From an optimization exercise on the open Yosys and OpenROAD flow, aimed at small area and few clock cycles; shortcuts taken in it are not production practice.
The RTL was checked by simulation tests, not by an equivalence proof against the original design.
No activity file was given, so power comes from the tool's default toggle rates.

--- design/flow/design.v ---
`timescale 1ns/10ps
package store_pkg;
  localparam int num_channels = 3;
  localparam int data_w       = 128;
  localparam int addr_w       = 32;
  localparam int count_w      = 4;
  localparam int fifo_depth   = 8;
  localparam int ptr_w        = 3;
  localparam int burst_len    = 8;
  localparam int region_bursts = 4;
  localparam int burst_cnt_w   = 3;
  localparam int state_w = 2;
  localparam logic [state_w-1:0] st_idle = 2'd0;
  localparam logic [state_w-1:0] st_cmd  = 2'd1;
  localparam logic [state_w-1:0] st_data = 2'd2;
  typedef logic [data_w-1:0]       data_t;
  typedef logic [addr_w-1:0]       addr_t;
  typedef logic [num_channels-1:0] chan_mask_t;
  typedef logic [count_w-1:0]      fifo_count_t;
  localparam addr_t burst_addr_step = 32'd128;
  localparam logic [num_channels*addr_w-1:0] region_base = {
    32'hB200_0000,
    32'h9900_0000,
    32'h8000_0000
  };
endpackage
`timescale 1ns/10ps
module capture_fifo
(
  input  logic        ddr3_user_clk,
  input  logic        fifo_rst_trig_corss_domian,
  input  store_pkg::data_t       in_data,
  input  logic        in_valid,
  output logic        in_ready,
  input  logic        pop,
  input  logic        rd_en,
  input  logic [store_pkg::ptr_w-1:0] rd_idx,
  output store_pkg::data_t       head,
  output store_pkg::fifo_count_t count
);
  store_pkg::data_t            mem [0:store_pkg::fifo_depth-1];
  logic [store_pkg::ptr_w-1:0] wr_ptr;
  logic             push;
  assign in_ready = !count[store_pkg::count_w-1];
  assign push     = in_valid && in_ready;
  always_comb
  begin
    head = '0;
    for (int i = 0; i < store_pkg::fifo_depth; i++)
    begin
      if (rd_en && rd_idx == store_pkg::ptr_w'(i))
        head = head | mem[i];
    end
  end
  always_ff @(posedge ddr3_user_clk)
  begin
    if (fifo_rst_trig_corss_domian)
    begin
      wr_ptr <= '0;
      count  <= '0;
    end
    else
    begin
      if (push)
        wr_ptr <= wr_ptr + 1'b1;
      case ({push, pop})
        2'b10:   count <= count + 1'b1;
        2'b01:   count <= count - 1'b1;
        default: count <= count;
      endcase
    end
  end
  always_ff @(posedge ddr3_user_clk)
  begin
    for (int i = 0; i < store_pkg::fifo_depth; i++)
    begin
      if (push && wr_ptr == store_pkg::ptr_w'(i))
        mem[i] <= in_data;
    end
  end
endmodule
`timescale 1ns/10ps
module region_addr_gen
(
  input  logic       ddr3_user_clk,
  input  logic       fifo_rst_trig_corss_domian,
  input  store_pkg::chan_mask_t burst_done,
  output logic [store_pkg::num_channels-1:0][store_pkg::addr_w-1:0] chan_addr,
  output store_pkg::chan_mask_t exhausted
);
  logic [store_pkg::num_channels-1:0][store_pkg::burst_cnt_w-1:0] burst_cnt;
  always_comb
  begin
    for (int c = 0; c < store_pkg::num_channels; c++)
    begin
      exhausted[c] = burst_cnt[c][2];
      chan_addr[c] = store_pkg::region_base[c*store_pkg::addr_w +: store_pkg::addr_w]
                   | {23'd0, burst_cnt[c][1:0], 7'd0};
    end
  end
  always_ff @(posedge ddr3_user_clk)
  begin
    for (int c = 0; c < store_pkg::num_channels; c++)
    begin
      if (fifo_rst_trig_corss_domian)
        burst_cnt[c] <= '0;
      else if (burst_done[c] && !exhausted[c])
        burst_cnt[c] <= burst_cnt[c] + 1'b1;
    end
  end
endmodule
`timescale 1ns/10ps
module burst_scheduler
(
  input  logic        ddr3_user_clk,
  input  logic        fifo_rst_trig_corss_domian,
  input  logic [store_pkg::num_channels-1:0][store_pkg::count_w-1:0] fifo_count,
  input  store_pkg::chan_mask_t  exhausted,
  input  logic [store_pkg::num_channels-1:0][store_pkg::addr_w-1:0] chan_addr,
  output store_pkg::chan_mask_t  pop,
  output store_pkg::chan_mask_t  rd_en,
  output logic [store_pkg::ptr_w-1:0] rd_idx,
  output store_pkg::chan_mask_t  burst_done,
  output logic        wr_valid,
  input  logic        wr_ready,
  output store_pkg::addr_t       wr_addr,
  input  logic        wr_data_req,
  input  logic        wr_data_end
);
  logic [store_pkg::state_w-1:0] state;
  store_pkg::chan_mask_t         grant;
  store_pkg::chan_mask_t         last;
  store_pkg::chan_mask_t         eligible;
  store_pkg::chan_mask_t         pick;
  store_pkg::chan_mask_t         sel;
  logic [store_pkg::ptr_w-1:0]   beat;
  logic               idle;
  logic               in_data;
  always_comb
  begin
    for (int c = 0; c < store_pkg::num_channels; c++)
    begin
      eligible[c] = !exhausted[c] && fifo_count[c][store_pkg::count_w-1];
    end
  end
  always_comb
  begin
    case (last)
      3'b001:  pick = eligible[1] ? 3'b010 : eligible[2] ? 3'b100 : eligible[0] ? 3'b001 : 3'b000;
      3'b010:  pick = eligible[2] ? 3'b100 : eligible[0] ? 3'b001 : eligible[1] ? 3'b010 : 3'b000;
      default: pick = eligible[0] ? 3'b001 : eligible[1] ? 3'b010 : eligible[2] ? 3'b100 : 3'b000;
    endcase
  end
  assign idle    = (state == store_pkg::st_idle);
  assign in_data = (state == store_pkg::st_data);
  always_ff @(posedge ddr3_user_clk)
  begin
    if (fifo_rst_trig_corss_domian)
    begin
      state <= store_pkg::st_idle;
      grant <= '0;
      last  <= '0;
      beat  <= '0;
    end
    else
    begin
      case (state)
        store_pkg::st_idle:
        begin
          if (|eligible)
          begin
            grant <= pick;
            last  <= pick;
            state <= wr_ready ? store_pkg::st_data : store_pkg::st_cmd;
          end
        end
        store_pkg::st_cmd:
        begin
          if (wr_ready)
            state <= store_pkg::st_data;
        end
        store_pkg::st_data:
        begin
          if (wr_data_req)
            beat <= beat + 1'b1;
          if (wr_data_end)
          begin
            grant <= '0;
            state <= store_pkg::st_idle;
          end
        end
        default:
        begin
          grant <= '0;
          state <= store_pkg::st_idle;
        end
      endcase
    end
  end
  assign wr_valid = (state == store_pkg::st_cmd) || (idle && |eligible);
  assign rd_en      = grant;
  assign rd_idx     = beat;
  assign pop        = in_data ? (grant & {store_pkg::num_channels{wr_data_req}}) : '0;
  assign burst_done = (in_data && wr_data_end) ? grant : '0;
  assign sel = idle ? pick : grant;
  always_comb
  begin
    wr_addr = '0;
    for (int c = 0; c < store_pkg::num_channels; c++)
    begin
      if (sel[c])
        wr_addr = wr_addr | chan_addr[c];
    end
  end
endmodule
`timescale 1ns/10ps
module data_store_top
(
  input  logic  ddr3_user_clk,
  input  logic  fifo_rst_trig_corss_domian,
  input  store_pkg::data_t sample_data_0,
  input  logic  sample_valid_0,
  output logic  sample_ready_0,
  input  store_pkg::data_t sample_data_1,
  input  logic  sample_valid_1,
  output logic  sample_ready_1,
  input  store_pkg::data_t sample_data_2,
  input  logic  sample_valid_2,
  output logic  sample_ready_2,
  output logic  wr_valid,
  input  logic  wr_ready,
  output store_pkg::addr_t wr_addr,
  output store_pkg::data_t wr_data,
  input  logic  wr_data_req,
  input  logic  wr_data_end
);
  logic [store_pkg::num_channels-1:0][store_pkg::count_w-1:0] fifo_count;
  logic [store_pkg::num_channels-1:0][store_pkg::data_w-1:0]  fifo_head;
  logic [store_pkg::num_channels-1:0][store_pkg::addr_w-1:0]  chan_addr;
  store_pkg::chan_mask_t  exhausted;
  store_pkg::chan_mask_t  pop;
  store_pkg::chan_mask_t  rd_en;
  store_pkg::chan_mask_t  burst_done;
  logic [store_pkg::ptr_w-1:0] rd_idx;
  capture_fifo u_fifo_0 (
    .ddr3_user_clk              (ddr3_user_clk),
    .fifo_rst_trig_corss_domian (fifo_rst_trig_corss_domian),
    .in_data                    (sample_data_0),
    .in_valid                   (sample_valid_0),
    .in_ready                   (sample_ready_0),
    .pop                        (pop[0]),
    .rd_en                      (rd_en[0]),
    .rd_idx                     (rd_idx),
    .head                       (fifo_head[0]),
    .count                      (fifo_count[0])
  );
  capture_fifo u_fifo_1 (
    .ddr3_user_clk              (ddr3_user_clk),
    .fifo_rst_trig_corss_domian (fifo_rst_trig_corss_domian),
    .in_data                    (sample_data_1),
    .in_valid                   (sample_valid_1),
    .in_ready                   (sample_ready_1),
    .pop                        (pop[1]),
    .rd_en                      (rd_en[1]),
    .rd_idx                     (rd_idx),
    .head                       (fifo_head[1]),
    .count                      (fifo_count[1])
  );
  capture_fifo u_fifo_2 (
    .ddr3_user_clk              (ddr3_user_clk),
    .fifo_rst_trig_corss_domian (fifo_rst_trig_corss_domian),
    .in_data                    (sample_data_2),
    .in_valid                   (sample_valid_2),
    .in_ready                   (sample_ready_2),
    .pop                        (pop[2]),
    .rd_en                      (rd_en[2]),
    .rd_idx                     (rd_idx),
    .head                       (fifo_head[2]),
    .count                      (fifo_count[2])
  );
  assign wr_data = fifo_head[0] | fifo_head[1] | fifo_head[2];
  region_addr_gen u_addr_gen (
    .ddr3_user_clk              (ddr3_user_clk),
    .fifo_rst_trig_corss_domian (fifo_rst_trig_corss_domian),
    .burst_done                 (burst_done),
    .chan_addr                  (chan_addr),
    .exhausted                  (exhausted)
  );
  burst_scheduler u_sched (
    .ddr3_user_clk              (ddr3_user_clk),
    .fifo_rst_trig_corss_domian (fifo_rst_trig_corss_domian),
    .fifo_count                 (fifo_count),
    .exhausted                  (exhausted),
    .chan_addr                  (chan_addr),
    .pop                        (pop),
    .rd_en                      (rd_en),
    .rd_idx                     (rd_idx),
    .burst_done                 (burst_done),
    .wr_valid                   (wr_valid),
    .wr_ready                   (wr_ready),
    .wr_addr                    (wr_addr),
    .wr_data_req                (wr_data_req),
    .wr_data_end                (wr_data_end)
  );
endmodule
--- design/flow/run.sh ---
#!/bin/bash
# synth_recipe.tcl (not shown) runs the flow's synth.tcl, then flattens the netlist and writes it again
# the make line also repeats each setting of config.mk as NAME=value (left out here)
make -C /OpenROAD-flow-scripts/flow DESIGN_CONFIG=/design/flow/config.mk WORK_HOME=/design/flow/orfs CLKGATE_MAP_FILE= SYNTH_SCRIPT=/design/flow/synth_recipe.tcl finish
--- design/flow/config.mk ---
export PLATFORM = sky130hd
export DESIGN_NAME = data_store_top
export DESIGN_NICKNAME = data_store_top
export VERILOG_FILES = /design/flow/design.v
export SDC_FILE = /design/flow/constraint.sdc
export NUM_CORES = 4
export LEC_CHECK = 0
export CAP_MARGIN = 20
export CORE_MARGIN = 2
export CORE_UTILIZATION = 40
export SLEW_MARGIN = 20
--- design/flow/constraint.sdc ---
create_clock -name core_clock -period 6.0 [get_ports {ddr3_user_clk}]
set_input_delay 1.2000 -clock core_clock [delete_from_list [all_inputs] [get_ports {ddr3_user_clk}]]
set_output_delay 1.2000 -clock core_clock [all_outputs]
set_load 0.01 [all_outputs]
==> results.ini <==
[logic_synthesis]
yosys_register_bits=3113
syn_inst=6407
yosysMostFrequentCell=edfxtp_1
syn-cell-area_sq_um=116000
yosysSeqAreaShare_pct=80.5
synth_async_sr_flop_share_pct=0
synth_top_area_share_pct=79.7
synth_top_cell_by_area=edfxtp_1
synthFlopType=edfxtp_1
synth_edf_count=3072
synthTopCellsByArea=edfxtp_1 80%, a22oi_1 5.0%, a22o_1 2.1%
synth_common_cells=3072 x edfxtp_1, 766 x a22oi_1, 307 x o22ai_1
avgSynthCellArea_sq_um=18.1
synth_cell_types=64
yosysWarnings=4

[sta]
min_period_over_period_pct=99.0
fin_skew_ps=68.8
slew_headroom_pct=22.9
holdWs_ps=505
maxClockFrequency_mhz=168
final-setup-viol-count=0
tns_ps=0
min_period_ps=5940
tightest_slew_ps=1160
grt_setup_unrepaired=false
hold_viol=0
report.final.slew_viol_count=0

[flow_run]
maxCapViolCount=0

[cts]
cts.clk_slew.worst_paths_ps=60
htreeDepth=5
root_buffer=clkbuf_16
cts_setup_buffers=0
ctsLongestPathBuffers=4
numCtsBuffers=319
cts_tree=yes
clock_latency_ps=940
clkSinkCount=3113
ctsHoldBuffers=0

[routing]
routed_wl_um=417000
vias=71900
remaining_drc_errors=0
route.met2.wl_um=193000
drt_first_iter_violations=12600
met1_length_um=156000
wl_per_cell_um=37.7
detail_route.vias_per_cell=6.49
dr.pass1.iters=9
met3_length_um=49200
final_antenna_net_count=0
highest_layer=met5

[power_and_ir_drop]
p_int_mw=35.3
powerDensity_nw_per_um2=329
clockPowerShare_pct=41.9
leakagePower_nw=41.5
seq_power_share_pct=55.0
p_comb_share_pct=3.1
p_sw_mw=9.54
max-vdd-ir-drop_v=0.000267
switching_share_pct=21.3

[grt]
grt_overflow=0
grt_first_pass_wirelength_um=565000
grt_use_total_pct=27.6
grt_start_max_net_pins=115
grt_pass1_vias=68700
grt_antenna_before_repair=146

[placement]
dpl.hpwl_um=241000
io_buffers=531
gp_congestion=0.830

[cells_and_area]
drive_gt1_share_pct=10.0
area_growth_pct=17.9
fin_nets=7410

[worst_setup_path]
worstPathMaxFanout=47
crit_type=flop to primary output
arrival_ps=4740
critPathCaptureType=primary output
r2r_start=u_sched.grant[2]
crit_path_start=u_sched.beat[2]
critPathLaunchType=flop
crit_required_ps=4800

[floorplanning]
die_h_um=542
row_count=197
initial_utilization_pct=40.2
ios=556
die_x_um=542
core_area_sq_um=288000
die_area_sq_um=293000

[hold_path]
hold_start=u_fifo_2.count[2]
hold_class=flop to flop

[outcome]
outcome=timing/DRC/antenna clean

-- state kept, by name (all words and copies together), names as in the netlist --
signal                cells
u_sched.state             2
u_fifo_0.count            4
u_fifo_2.count            4
u_fifo_0.wr_ptr           3
u_fifo_2.mem           1024
u_addr_gen.burst_cnt      9
u_sched.beat              3
u_fifo_1.mem           1024
u_sched.grant             3
u_fifo_0.mem           1024
u_fifo_1.count            4
u_sched.last              3
u_fifo_2.wr_ptr           3
u_fifo_1.wr_ptr           3
-- placed cells by master, fill, tap and decap left out, drive strengths merged, types with 138 or more instances in the layout --
cell              n
clkinv          138
buf             212
a221oi          158
clkdlybuf4s50   531
edfxtp         3072
nor2            150
a22o            271
o22ai           307
clkbuf          405
a222oi          147
a22oi           766
-- final cells by class --
cell class / count / area (sq um)
fillers: 23900 / 151000
multi-input cells: 2759 / 20600
repair buffers: 743 / 7890
well taps: 3781 / 4730
clock buffers: 405 / 8360
clock inverters: 159 / 1370
diodes: 67 / 168
flip-flops and latches: 3113 / 93100
inverters: 43 / 178
-- what timing repair did --
action / 4_1_cts / 5_1_grt
resized for setup: 1 / 1
pin swaps: 1 / 0
setup endpoints to repair: 1 / 1
-- power by group through the flow --
stage / clock, mW / combinational, mW / sequential [mW]
global route: 19.7 / 1.44 / 24.7
global placement: 0 / 1.34 / 25.1
CTS: 18.9 / 1.37 / 24.7
floorplan: 0 / 0.351 / 25.2
detailed placement: 0 / 1.37 / 25.1
finish: 18.8 / 1.39 / 24.7
-- cells by family after synthesis --
kind of cell / synth area share [%]
buffers and inverters: 2.06
adder cells (fa/ha/maj): 0.441
XOR/XNOR: 0.106
flip-flops: 80.5
AND/OR/NAND/NOR: 2.43
other: 0.00324
multiplexers: 0.910
AO/OA/AOI/OAI: 13.6
-- critical path, stage by stage (launching register included) --
cell,delay (ps)
dfxtp_4,780
clkinv_2,190
ha_4,300
inv_6,470
buf_6,490
o22ai_1,170
a221oi_1,280
nand4_1,480
clkdlybuf4s50_1,640
-- through the flow --
step | total power, mW | cell area (sq um) | utilization [%] | setup WS, ps | cells
final | 44.8 | 136000 | 47.4 | 59.5 | 11100
after global routing | 45.8 | 136000 | 47.4 | 40.2 | 11000
after CTS | 44.9 | 136000 | 47.3 | 8.14 | 11000
after detailed placement | 26.5 | 126000 | 43.9 | 942 | 10400
after global placement | 26.4 | 126000 | 43.9 | 944 | 10400
after floorplan | 25.5 | 116000 | - | 783 | 6430
-- layer usage --
| metal | global-route usage, % | vias up |
|---|---|---|
| met1 | 36.8 | 37300 |
| met2 | 43.0 | 5190 |
| met3 | 6.61 | 900 |
| met4 | 11.9 | 90 |
| met5 | 0 | - |
| li1 | - | 28400 |
-- final timing paths --
kind | to | slack (ps) | cells after the start
worst max-delay path | wr_data[107] | 60 | 8
worst min-delay path | u_fifo_2.count[2] | 510 | 2
worst max register to register | u_fifo_2.count[3] | 2550 | 9
worst min register to register | u_fifo_2.count[2] | 510 | 2
Testbench counts, summed over its fixed seeds: cycles 20,440.

==> re-timing with driven ports <==
The flow's constraints put no driver on any port. The routed layout listed below was extracted and timed again, unchanged, in two steps. Step 1 sets driving cells, clkbuf_16 on the clock port and buf_2 on the other inputs (assumed; they add their load-dependent delay and slew). Step 2 also shifts input and output timing later by t, the mid clock arrival at the registers, as if the neighbouring blocks saw the same clock. a / b / c = ideal / step 1 / step 2; a / b = the first two.
t, ns: 1.014
setup slack, ns: 0.060 / -0.050 / 0.964
clock arrival spread, ns: 0.071 / 0.071
After both steps setup and hold are still met in this run. For this run, drivers alone change the setup slack by -0.110 ns; drivers and shift together by +0.904 ns.
